Context: an optimization exercise on an open-source flow, tuned for small area, a short achievable clock period and few clock cycles per item. The choices shown serve that exercise and are no tape-out recipe.
Function was checked by simulation only, so behaviour that the tests miss may differ from the original.

==> flow/design.v <==
module xtea_core (
    input  logic         clock,
    input  logic         reset_n,
    input  logic         in_valid,
    output logic         in_ready,
    input  logic         mode,
    input  logic [31:0]  data_in1,
    input  logic [31:0]  data_in2,
    input  logic [127:0] key_in,
    output logic         out_valid,
    input  logic         out_ready,
    output logic [31:0]  data_out1,
    output logic [31:0]  data_out2,
    output logic         busy
);
    localparam logic [31:0] DELTA   = 32'h9E3779B9;
    logic         prep;     
    logic         run;      
    logic         full;     
    logic         nrdy_a;   
    logic         rdy_b;    
    logic         ph;       
    logic         mode_q;
    logic [31:0]  x;
    logic [31:0]  y;
    logic [5:0]   n;        
    logic [31:0]  kk;       
    logic [127:0] key_q;
    logic         idle;
    logic         prep_nx;
    logic         run_nx;
    logic         full_nx;
    logic         idle_nx;
    logic         accept;
    logic         last;
    logic         fin_dec;
    logic [1:0]   idx;      
    logic [5:0]   n_nx;
    logic         ph_nx;
    logic [1:0]   idx_nx;
    logic [31:0]  sum;      
    logic [31:0]  sums [33];
    logic [31:0]  kw;
    logic [31:0]  mx;
    logic [31:0]  y_new;
    function automatic logic [31:0] add_bk(input logic [31:0] a, input logic [31:0] b,
                                           input logic cin);
        logic [32:0] gg;
        logic [32:0] pp;
        logic [31:0] p;
        p  = a ^ b;
        gg = {a & b, cin};
        pp = {p, 1'b0};
        for (int d = 1; d < 33; d = d * 2) begin
            for (int i = 2 * d - 1; i < 33; i = i + 2 * d) begin
                gg[i] = gg[i] | (pp[i] & gg[i - d]);
                pp[i] = pp[i] & pp[i - d];
            end
        end
        for (int d = 16; d >= 1; d = d / 2) begin
            for (int i = 3 * d - 1; i < 33; i = i + 2 * d) begin
                gg[i] = gg[i] | (pp[i] & gg[i - d]);
                pp[i] = pp[i] & pp[i - d];
            end
        end
        add_bk = p ^ gg[31:0];
    endfunction
    assign idle      = !prep && !run;
    assign in_ready  = !nrdy_a || (rdy_b && out_ready);
    assign accept    = in_valid && in_ready;
    assign out_valid = full;
    assign busy      = prep || run || full;
    for (genvar i = 0; i < 33; i++) begin : g_sum
        assign sums[i] = 32'(i * DELTA);
    end
    assign sum = sums[n];
    always_comb begin
        if (idle) begin
            n_nx   = mode ? 6'd32 : 6'd0;
            ph_nx  = 1'b0;
            idx_nx = mode ? sums[32][12:11] : sums[0][1:0];
        end else begin
            n_nx   = ph ? n : (mode_q ? n - 6'd1 : n + 6'd1);
            ph_nx  = !ph;
            idx_nx = (ph_nx ^ mode_q) ? sums[n_nx][12:11] : sums[n_nx][1:0];
        end
    end
    always_comb begin
        case (idx)
            2'd0:    kw = key_q[127:96];
            2'd1:    kw = key_q[95:64];
            2'd2:    kw = key_q[63:32];
            default: kw = key_q[31:0];
        endcase
    end
    assign mx    = ((y << 4) ^ (y >> 5)) + y;
    assign y_new = x + (mx ^ kk) + {31'd0, mode_q};
    assign last    = !ph && (mode_q ? (n == 6'd0) : n[5]);
    assign fin_dec = last && mode_q;
    assign prep_nx = accept;
    assign run_nx  = prep || (run && !last);
    assign full_nx = (run && last) || (full && !out_ready);
    assign idle_nx = !prep_nx && !run_nx;
    always_ff @(posedge clock or negedge reset_n) begin
        if (!reset_n) begin
            prep   <= 1'b0;
            run    <= 1'b0;
            full   <= 1'b0;
            nrdy_a <= 1'b0;
            rdy_b  <= 1'b0;
        end else begin
            prep   <= prep_nx;
            run    <= run_nx;
            full   <= full_nx;
            nrdy_a <= !(idle_nx && !full_nx);
            rdy_b  <= idle_nx && full_nx;
        end
    end
    always_ff @(posedge clock) begin
        if (accept) begin
            x      <= data_in1;
            y      <= data_in2;
            mode_q <= mode;
        end else if (prep) begin
            if (mode_q) begin
                x <= y;
                y <= x;
            end
        end else if (run) begin
            x <= fin_dec ? y_new : y;
            if (!fin_dec) y <= y_new;
        end
        if (idle) key_q <= key_in;
        n   <= n_nx;
        ph  <= ph_nx;
        idx <= idx_nx;
        kk <= add_bk(sum, kw, 1'b0) ^ {32{mode_q}};
    end
    assign data_out1 = x;
    assign data_out2 = y;
endmodule
clock: 12.0 ns
lec_check: 0
cap_margin: 20
core_margin: 2
core_utilization: 40
slew_margin: 20
standard.sh (not shown) runs the stock make flow with config.mk's settings and CLKGATE_MAP_FILE= SYNTH_SCRIPT=/design/flow/synth_recipe.tcl, a recipe that flattens the netlist after the stock synthesis.
==> flow/flow/run.sh <==
#!/bin/bash
# Layout flow: the standard flow with these changes:
# - synthesis: the standard flow's synthesis script (flow/synth.tcl) with ABC mapping by flow/map.abc,
#   run into syn/; its netlist is then handed to the standard flow as SYNTH_NETLIST_FILES;
# - the ports are buffered by the smallest buffer cell (buf_1);
# - clock tree synthesis adds no dummy loads and uses clkbuf_8;
# - timing repair aims at a setup slack of SETUP_SLACK_MARGIN.
# Logs: synth.log (synthesis make output), flow.log (the standard flow's make output), and
# ORFS's per-step logs under syn/logs and orfs/logs.
set -euo pipefail
here=$(pwd)
export FLOW_ABC_SCRIPT=$here/flow/map.abc
make -C "$FLOW_HOME" DESIGN_CONFIG="$here/config.mk" WORK_HOME="$here/syn" CLKGATE_MAP_FILE= \
  SYNTH_SCRIPT="$here/flow/synth.tcl" synth > synth.log 2>&1
export SYNTH_NETLIST_FILES=$here/syn/results/$FLOW_PLATFORM/xtea_core/base/1_2_yosys.v
export BUFFER_PORTS_ARGS="-buffer_cell sky130_fd_sc_hd__buf_1"
export CTS_ARGS="-sink_clustering_enable -repair_clock_nets -dont_use_dummy_load -buf_list {sky130_fd_sc_hd__clkbuf_8}"
export SETUP_SLACK_MARGIN=6.8
bash standard.sh > flow.log 2>&1
==> flow/flow/map.abc <==
&get -n
&st
&dch
&nf {D}
&put
buffer
upsize {D}
dnsize {D}
==> flow/flow/synth.tcl <==
# The standard flow's synthesis script (synth_recipe.tcl) with one change: Yosys's abc calls map the logic
# with the ABC script named by $::env(FLOW_ABC_SCRIPT) instead of ORFS's abc_speed.script.
proc synth {args} { yosys synth -nofsm -noshare {*}$args }
proc abc {args} {
  set i [lsearch -exact $args -script]
  if {$i >= 0} {
    set args [lreplace $args $i [expr {$i + 1}] -script $::env(FLOW_ABC_SCRIPT)]
  }
  yosys abc {*}$args
}
source $::env(SCRIPTS_DIR)/synth.tcl
# left out here: clear keep_hierarchy, flatten, clean up, hide names made inside functions, write 1_2_yosys.v
Testbench counts at the start, summed over its fixed seeds: cycles 25,352, items 384.
Change:
--- a/flow/flow/run.sh
+++ b/flow/flow/run.sh
@@ -18 +18 @@
-export SETUP_SLACK_MARGIN=6.8
+export SETUP_SLACK_MARGIN=7.0
- The new run produced a clean layout
- via count rose slightly
- worst setup slack hardly moves
- worst hold slack stays flat
- routed wire length hardly moves
- clock-buffer cell count does not change
- utilization grows by 0.42 points
- global-route usage stays the same
- maximum frequency stays flat
- first-iteration DRC count fell by a few percent

## re-timing with driven ports
The flow's constraints put no driver on any port. The routed layouts listed below were extracted and timed again, unchanged, in two steps. Step 1 (the two cells are an assumption about what drives the block):
set clk [get_ports {clock}]
set_driving_cell -lib_cell sky130_fd_sc_hd__clkbuf_16 $clk
set_driving_cell -lib_cell sky130_fd_sc_hd__buf_2 [delete_from_list [all_inputs] $clk]
Step 2 moves the port delays by t, midway between the first and last clock arrival at a register: inputs arrive t later, outputs are due t later. That takes back most of the time a late clock gives input paths. a / b / c = ideal ports / drivers / drivers and shift; a / b = the first two.
run | shift t [ns] | setup WS [ns] | worst data-port slew with drivers (ns)
the first run | 0.592 | 6.876 / 6.854 / 6.854 | 0.06
the second run | 0.593 | 6.877 / 6.838 / 6.838 | 0.06
After both steps setup and hold are still met in every run listed. The setup slack of the second run, which loses most, moves by -0.039 ns with the drivers and by -0.039 ns with both steps.
